Source: an optimization exercise on an open RTL-to-GDS flow (aim: small area). Production flows keep margins and buffers that such runs may drop.
Only simulation tests tie the RTL to the original design; equivalence was not proved.
Power figures rest on the tool's default switching activity, not on a simulated workload.

run 1:
==> flow/design.v <==
`default_nettype none
package video_pkg;
	typedef struct packed {
		logic [5:0] r;
		logic [5:0] g;
		logic [5:0] b;
	} rgb666_t;
	typedef struct packed {
		logic [7:0] h;
		logic [7:0] s;
		logic [7:0] v;
	} hsv_t;
	typedef struct packed {
		logic [10:0] hcount;
		logic [9:0] vcount;
		logic hsync;
		logic vsync;
		logic blank;
	} raster_t;
	typedef enum logic [1:0] {
		MODE_VIDEO = 2'd0,
		MODE_TRACK = 2'd1,
		MODE_CURSOR = 2'd2,
		MODE_HSV = 2'd3
	} overlay_mode_e;
endpackage
`default_nettype wire
`default_nettype none
package track_pkg;
	typedef struct packed {
		logic [10:0] x;
		logic [9:0] y;
	} pos_t;
	typedef struct packed {
		logic up;
		logic down;
		logic left;
		logic right;
	} buttons_t;
	typedef struct packed {
		logic [7:0] hue;
		pos_t pos;
	} readout_t;
endpackage
`default_nettype wire
`default_nettype none
module debounce (
	input wire logic clk,
	input wire logic rst,
	input wire logic raw,
	output logic clean
);
	localparam int CNT_W = $clog2(16);
	logic [CNT_W-1:0] cnt;
	logic differ;
	assign differ = raw ^ clean;
	always_ff @(posedge clk) begin
		if (rst || !differ) begin
			cnt <= '0;
		end else begin
			cnt <= cnt + 1'b1;
		end
	end
	always_ff @(posedge clk) begin
		if (rst) begin
			clean <= 1'b0;
		end else if (differ && (&cnt)) begin
			clean <= raw;
		end
	end
endmodule
`default_nettype wire
`default_nettype none
module cursor_mover (
	input wire logic clk,
	input wire logic rst,
	input wire logic step,
	input wire track_pkg::buttons_t buttons,
	output track_pkg::pos_t cursor
);
	logic y_inc, y_dec, x_inc, x_dec;
	assign y_inc = step & buttons.down & ~(cursor.y[9] & cursor.y[8]);
	assign y_dec = step & ~y_inc & buttons.up & (|cursor.y);
	assign x_inc = step & buttons.right & ~cursor.x[10];
	assign x_dec = step & ~x_inc & buttons.left & (|cursor.x);
	logic [10:0] y_t;
	logic [11:0] x_t;
	assign y_t[0] = y_inc | y_dec;
	assign x_t[0] = x_inc | x_dec;
	for (genvar i = 0; i < 10; i++) begin : g_yt
		assign y_t[i+1] = y_t[i] & (cursor.y[i] ^ y_dec);
	end
	for (genvar i = 0; i < 11; i++) begin : g_xt
		assign x_t[i+1] = x_t[i] & (cursor.x[i] ^ x_dec);
	end
	always_ff @(posedge clk) begin
		if (rst) begin
			cursor <= '0;
		end else begin
			cursor.y <= cursor.y ^ y_t[9:0];
			cursor.x <= cursor.x ^ x_t[10:0];
		end
	end
endmodule
`default_nettype wire
`default_nettype none
module sync_delay #(
	parameter int DEPTH = 22
) (
	input wire logic clk,
	input wire video_pkg::raster_t raster,
	output video_pkg::raster_t raster_del
);
	logic [23:0] pipe [DEPTH];
	always_ff @(posedge clk) begin
		pipe[0] <= raster;
		for (int i = 1; i < DEPTH; i++) begin
			pipe[i] <= pipe[i-1];
		end
	end
	assign raster_del = pipe[DEPTH-1];
endmodule
`default_nettype wire
`default_nettype none
module overlay_mixer (
	input wire logic clk,
	input wire logic rst,
	input wire video_pkg::overlay_mode_e mode,
	input wire video_pkg::raster_t raster,
	input wire logic [2:0] syncs_del,
	input wire video_pkg::rgb666_t pixel_in,
	input wire video_pkg::hsv_t hsv_in,
	input wire track_pkg::pos_t com_pos,
	input wire track_pkg::pos_t light_pos,
	input wire track_pkg::pos_t cursor,
	input wire logic com_ready,
	output video_pkg::rgb666_t pixel_out,
	output logic hsync_out,
	output logic vsync_out,
	output logic blank_out,
	output track_pkg::pos_t com_latched
);
	always_ff @(posedge clk) begin
		if (rst) begin
			com_latched <= '0;
		end else if (com_ready) begin
			com_latched <= com_pos;
		end
	end
	logic near_x, near_y;
	logic near_com;
	logic on_light;
	logic on_cursor;
	logic hue_ok;
	logic sv_ok;
	logic use_pixel;
	logic [5:0] c_r, c_g, c_b;
	near2 #(.W(11)) u_near_x (.a(raster.hcount), .b(com_latched.x), .near(near_x));
	near2 #(.W(10)) u_near_y (.a(raster.vcount), .b(com_latched.y), .near(near_y));
	assign near_com = near_x | near_y;
	assign on_light = (raster.hcount == light_pos.x) || (raster.vcount == light_pos.y);
	assign on_cursor = (raster.hcount == cursor.x) || (raster.vcount == cursor.y);
	assign hue_ok = (hsv_in.h >= 8'hEB) && (hsv_in.h <= 8'hFA);
	assign sv_ok = (hsv_in.s > 8'h88) && (hsv_in.v > 8'h88);
	always_comb begin
		use_pixel = 1'b0;
		c_r = '0;
		c_g = '0;
		c_b = '0;
		case (mode)
			video_pkg::MODE_TRACK: begin
				if (near_com) c_g = '1;
				else if (on_light) c_b = '1;
				else use_pixel = 1'b1;
			end
			video_pkg::MODE_CURSOR: begin
				if (on_cursor) c_g = '1;
				else if (on_light) c_b = '1;
				else use_pixel = 1'b1;
			end
			video_pkg::MODE_HSV: begin
				c_r = {6{hue_ok}};
				c_g = {6{hue_ok & sv_ok}};
				c_b = {6{sv_ok}};
			end
			default: use_pixel = 1'b1;
		endcase
	end
	always_ff @(posedge clk) begin
		if (rst) begin
			pixel_out <= '0;
			hsync_out <= 1'b0;
			vsync_out <= 1'b0;
			blank_out <= 1'b1;
		end else begin
			pixel_out <= (pixel_in & {18{use_pixel}}) | {c_r, c_g, c_b};
			if (mode == video_pkg::MODE_HSV) begin
				{hsync_out, vsync_out, blank_out} <= syncs_del;
			end else begin
				hsync_out <= raster.hsync;
				vsync_out <= raster.vsync;
				blank_out <= raster.blank;
			end
		end
	end
endmodule
module near2 #(parameter int W = 11) (
	input wire logic [W-1:0] a,
	input wire logic [W-1:0] b,
	output logic near
);
	logic [W:0] bw;
	logic [W-1:0] d;
	assign bw[0] = 1'b0;
	for (genvar i = 0; i < W; i++) begin : g_b
		assign d[i] = a[i] ^ b[i] ^ bw[i];
		assign bw[i+1] = (~a[i] & b[i]) | (~(a[i] ^ b[i]) & bw[i]);
	end
	assign near = bw[W] ? (&d[W-1:1]) : ((d[W-1:2] == '0) && !(d[1] && d[0]));
endmodule
`default_nettype wire
`default_nettype none
module readout_latch (
	input wire logic clk,
	input wire logic rst,
	input wire logic track_en,
	input wire logic del_valid,
	input wire track_pkg::pos_t pos_del,
	input wire video_pkg::hsv_t hsv_in,
	input wire track_pkg::pos_t com_latched,
	input wire track_pkg::pos_t cursor,
	output track_pkg::readout_t readout
);
	logic at_com;
	logic at_cursor;
	assign at_com = del_valid ? (pos_del == com_latched) : (com_latched == '0);
	assign at_cursor = del_valid ? (pos_del == cursor) : (cursor == '0);
	always_ff @(posedge clk) begin
		if (rst) begin
			readout <= '0;
		end else if ((track_en && at_com) || at_cursor) begin
			readout.hue <= hsv_in.h;
			readout.pos <= pos_del & {21{del_valid}};
		end
	end
endmodule
`default_nettype wire
`default_nettype none
module video_overlay (
	input wire logic clk,
	input wire logic rst,
	input wire logic [1:0] switches,
	input wire track_pkg::buttons_t buttons,
	input wire video_pkg::raster_t raster,
	input wire video_pkg::rgb666_t pixel_in,
	input wire video_pkg::hsv_t hsv_in,
	input wire track_pkg::pos_t com_pos,
	input wire track_pkg::pos_t light_pos,
	input wire logic com_ready,
	output video_pkg::rgb666_t pixel_out,
	output logic hsync_out,
	output logic vsync_out,
	output logic blank_out,
	output track_pkg::readout_t readout
);
	video_pkg::overlay_mode_e mode;
	logic track_en;
	wire track_pkg::buttons_t buttons_db;
	track_pkg::pos_t cursor;
	track_pkg::pos_t com_latched;
	video_pkg::raster_t raster_pipe;
	video_pkg::raster_t raster_del;
	assign mode = video_pkg::overlay_mode_e'(switches);
	assign track_en = switches[0];
	logic [2:0] step_cnt;
	logic [1:0] age;
	logic del_valid;
	always_ff @(posedge clk) begin
		if (rst) begin
			step_cnt <= '0;
			age <= '0;
		end else begin
			step_cnt <= step_cnt + 1'b1;
			if ((&step_cnt) && !(&age)) age <= age + 1'b1;
		end
	end
	assign del_valid = (&age) | (age[1] & step_cnt[2] & step_cnt[1]);
	for (genvar i = 0; i < 4; i++) begin : g_db
		debounce u_debounce (
			.clk(clk),
			.rst(rst),
			.raw(buttons[i]),
			.clean(buttons_db[i])
		);
	end
	cursor_mover u_cursor_mover (
		.clk(clk),
		.rst(rst),
		.step(step_cnt == '0),
		.buttons(buttons_db),
		.cursor(cursor)
	);
	sync_delay u_sync_delay (
		.clk(clk),
		.raster(raster),
		.raster_del(raster_pipe)
	);
	assign raster_del = {raster_pipe[23:3], raster_pipe[2:0] & {3{del_valid}}};
	overlay_mixer u_overlay_mixer (
		.clk(clk),
		.rst(rst),
		.mode(mode),
		.raster(raster),
		.syncs_del(raster_del[2:0]),
		.pixel_in(pixel_in),
		.hsv_in(hsv_in),
		.com_pos(com_pos),
		.light_pos(light_pos),
		.cursor(cursor),
		.com_ready(com_ready),
		.pixel_out(pixel_out),
		.hsync_out(hsync_out),
		.vsync_out(vsync_out),
		.blank_out(blank_out),
		.com_latched(com_latched)
	);
	readout_latch u_readout_latch (
		.clk(clk),
		.rst(rst),
		.track_en(track_en),
		.del_valid(del_valid),
		.pos_del(raster_del[23:3]),
		.hsv_in(hsv_in),
		.com_latched(com_latched),
		.cursor(cursor),
		.readout(readout)
	);
endmodule
`default_nettype wire
clock: 6.0 ns
lec_check: 0
cap_margin: 20
core_margin: 2
core_utilization: 50
slew_margin: 20
standard.sh (not shown) runs the stock make flow with config.mk's settings and CLKGATE_MAP_FILE= SYNTH_SCRIPT=/design/flow/synth_recipe.tcl, a recipe that flattens the netlist after the stock synthesis.
==> flow/flow/run.sh <==
#!/bin/bash
# standard layout, with minimum-size port buffers and a leaner clock tree
set -euo pipefail
export BUFFER_PORTS_ARGS="-buffer_cell sky130_fd_sc_hd__buf_1"
export CTS_ARGS="-sink_clustering_enable -repair_clock_nets -dont_use_dummy_load -buf_list sky130_fd_sc_hd__clkbuf_4 -sink_clustering_size 12 -sink_clustering_max_diameter 40"
bash standard.sh > standard_flow.log 2>&1
Modified inputs, run 2 compared to run 1
# run 1
export LEC_CHECK = 0
export CAP_MARGIN = 20
export CORE_MARGIN = 2
export CORE_UTILIZATION = 50
export SLEW_MARGIN = 20
create_clock -name core_clock -period 6.0 [get_ports {clk}]
# run 2
export LEC_CHECK = 0
export CAP_MARGIN = 20
export CORE_MARGIN = 2
export CORE_UTILIZATION = 70
export SETUP_SLACK_MARGIN = 0.2
export SLEW_MARGIN = 20
create_clock -name core_clock -period 6.0 [get_ports {clk}]
## What came out
- Run 2: PASS, flow complete, no timing, DRC or antenna violations
- Run 2 — global-route usage 6.8 points higher, run 1 as reference
- Sort run 2 and run 1 by part of the total power dissipated in the clock network asc -> top: run 2
- Against run 1 as the reference, run 2 delivers a lower required time of the critical path.
## Diff of input files: run 3 against run 2
# run 2
export LEC_CHECK = 0
export CAP_MARGIN = 20
export CORE_MARGIN = 2
export CORE_UTILIZATION = 70
export SETUP_SLACK_MARGIN = 0.2
export SLEW_MARGIN = 20
create_clock -name core_clock -period 6.0 [get_ports {clk}]
# run 3
export LEC_CHECK = 0
export CAP_MARGIN = 20
export CORE_MARGIN = 2
export CORE_UTILIZATION = 70
export SLEW_MARGIN = 20
create_clock -name core_clock -period 6.0 [get_ports {clk}]
## What came out
- Run 3 vs. run 2: fmax -about 0.6%; post-route worst hold slack level.
- Run 3 | status: complete | timing, DRC, antenna: pass
- On clock period minus worst slack, run 2 beats run 3.
- Cell count: run 3 vs run 2 identical
- On area growth from synthesis to layout, run 2 and run 3 are basically level.
- | design area | run 3 vs run 2 | ≈ equal |
#### Input delta (run 4 over run 3)
==> flow/flow/run.sh <==
#!/bin/bash
# standard layout, with minimum-size port buffers and a leaner clock tree
set -euo pipefail
export BUFFER_PORTS_ARGS="-buffer_cell sky130_fd_sc_hd__buf_1"
export CTS_ARGS="-sink_clustering_enable -repair_clock_nets -dont_use_dummy_load -buf_list sky130_fd_sc_hd__clkbuf_8 -sink_clustering_size 24 -sink_clustering_max_diameter 40"
bash standard.sh > standard_flow.log 2>&1
Findings:
Run 4 -> stages 100% | layout checks FAIL | negative setup slack. The sequential share of layout area in run 4 sits 0.73 points below the value recorded for run 3. Lower portion of total power attributed to combinational logic goes to run 4 over run 3. Maximum vdd drop up about 65% in run 4 wrt run 3. On minimum clock period, run 3 beats run 4.
Inputs modified between run 4 and run 5:
==> flow/flow/run.sh <==
#!/bin/bash
# standard layout, with an area-oriented ABC script, minimum-size port buffers and a leaner
# clock tree
set -euo pipefail
W=$(pwd)
export FLOW_WORK=$W
export FLOW_ABC_SCRIPT=$W/flow/abc_area_min.script
export BUFFER_PORTS_ARGS="-buffer_cell sky130_fd_sc_hd__buf_1"
export CTS_ARGS="-sink_clustering_enable -repair_clock_nets -dont_use_dummy_load -buf_list sky130_fd_sc_hd__clkbuf_4 -sink_clustering_size 12 -sink_clustering_max_diameter 40"
bash standard.sh SYNTH_SCRIPT=$W/flow/synth.tcl finish > standard_flow.log 2>&1
==> flow/flow/abc_area_min.script (new file) <==
strash
dc2
dch -f
map -a
topo
stime -c
==> flow/flow/synth.tcl (new file) <==
# The standard synthesis with one change: ABC maps for area (abc_area_min.script)
# instead of ORFS's speed script. Registers are mapped before ABC runs, so they are the same.
proc abc {args} {
  set i [lsearch -exact $args -script]
  if {$i >= 0} {
    lset args [expr {$i + 1}] $::env(FLOW_ABC_SCRIPT)
  }
  yosys abc {*}$args
}
source $::env(FLOW_WORK)/synth_recipe.tcl
## What came out
Run 5: full flow OK, the timing, DRC and antenna checks passed
When run 5 is measured against run 4, its number of H-tree levels turns out 1 higher.
CTS buffer count went up by more than a quarter going from run 4 to run 5.
Weighted congestion reported at the end of routability-driven placement: run 5 < run 4
Min setup slack across run 5 and run 4: run 4
[diff] time the final worst path needs with I/O delays and setup, run 5 relative to run 4: improvement
What run 6 does differently from run 5 at the input level:
# run 5
export LEC_CHECK = 0
export CAP_MARGIN = 20
export CORE_MARGIN = 2
export CORE_UTILIZATION = 70
export SLEW_MARGIN = 20
create_clock -name core_clock -period 6.0 [get_ports {clk}]
# run 6
export LEC_CHECK = 0
export CAP_MARGIN = 20
export CORE_MARGIN = 2
export CORE_UTILIZATION = 70
export SETUP_SLACK_MARGIN = 0.2
export SLEW_MARGIN = 20
create_clock -name core_clock -period 6.0 [get_ports {clk}]
diff --git a/flow/flow/run.sh b/flow/flow/run.sh
--- a/flow/flow/run.sh
+++ b/flow/flow/run.sh
@@ -1,4 +1,5 @@
 #!/bin/bash
-# standard layout, with an area-oriented ABC script, minimum-size port buffers and a leaner
-# clock tree
+# The standard layout (standard.sh) with three changes: an area-oriented ABC script in
+# synthesis, minimum-size port buffers, and a clock tree of small buffers without dummy loads.
+# The tools' output goes to standard_flow.log here; ORFS keeps each step's log under orfs/logs.
 set -euo pipefail
@@ -6,3 +7,3 @@
 export FLOW_WORK=$W
-export FLOW_ABC_SCRIPT=$W/flow/abc_area_min.script
+export FLOW_ABC_SCRIPT=$W/flow/abc_area.script
 export BUFFER_PORTS_ARGS="-buffer_cell sky130_fd_sc_hd__buf_1"
==> flow/flow/abc_area.script (new file) <==
&get -n
&st
&dch
&nf -R 1000 -p
&put
==> flow/flow/synth.tcl <==
# The standard synthesis (synth_recipe.tcl) with one change: ABC maps with
# flow/abc_area.script, an area-oriented script, instead of ORFS's speed script.
# Flip-flops are mapped before ABC runs, so the registers are the standard ones.
proc abc {args} {
  set i [lsearch -exact $args -script]
  if {$i >= 0} {
    lset args [expr {$i + 1}] $::env(FLOW_ABC_SCRIPT)
  }
  yosys abc {*}$args
}
source $::env(FLOW_WORK)/synth_recipe.tcl
removed: flow/flow/abc_area_min.script
Findings:
Going from run 5 to run 6, fmax grows by 3.5 MHz. Comparing the two runs side by side, run 6 comes out ahead of run 5 on detailed-route wire length. In the tables for run 5 and run 6, synthesized cell count reads higher with run 5. Fraction of area in clock buffers and inverters across run 5 and run 6: no real change.

-- separate check: timing with driven ports --
In the flow no input, the clock included, has a driving cell. The finished layouts below were timed again as built, in two steps. Step 1 (the two cells are an assumption about what drives the block):
set clk [get_ports {clk}]
set_driving_cell -lib_cell sky130_fd_sc_hd__clkbuf_16 $clk
set_driving_cell -lib_cell sky130_fd_sc_hd__buf_2 [delete_from_list [all_inputs] $clk]
Step 2 times the ports against the registers' clock, not the clock port: input delays grow and output delays shrink by t, the midpoint of the rising clock arrivals with the driver on. a / b / c = ideal ports / drivers / drivers and shift; a / b = the first two.
run	t (ns)	slack for setup (ns)	worst register clock-pin slew, ns	worst data-port slew with drivers (ns)	pins driven straight from the clock port
run 1	0.695	0.098 / 0.120 / -0.574	0.12 / 0.12	0.06	1
run 2	0.744	0.186 / 0.155 / -0.589	0.12 / 0.12	0.11	1
run 3	0.741	0.152 / 0.123 / -0.618	0.12 / 0.12	0.10	1
run 4	0.595	-0.037 / -0.074 / -0.669	0.13 / 0.13	0.11	1
run 5	0.676	0.096 / 0.103 / -0.573	0.12 / 0.12	0.09	1
run 6	0.691	0.215 / 0.225 / -0.466	0.12 / 0.12	0.07	1
With both steps, setup timing fails in 5 of these runs, where it was met with ideal ports. For run 2, which loses most, drivers alone change the setup slack by -0.031 ns; drivers and shift together by -0.775 ns.
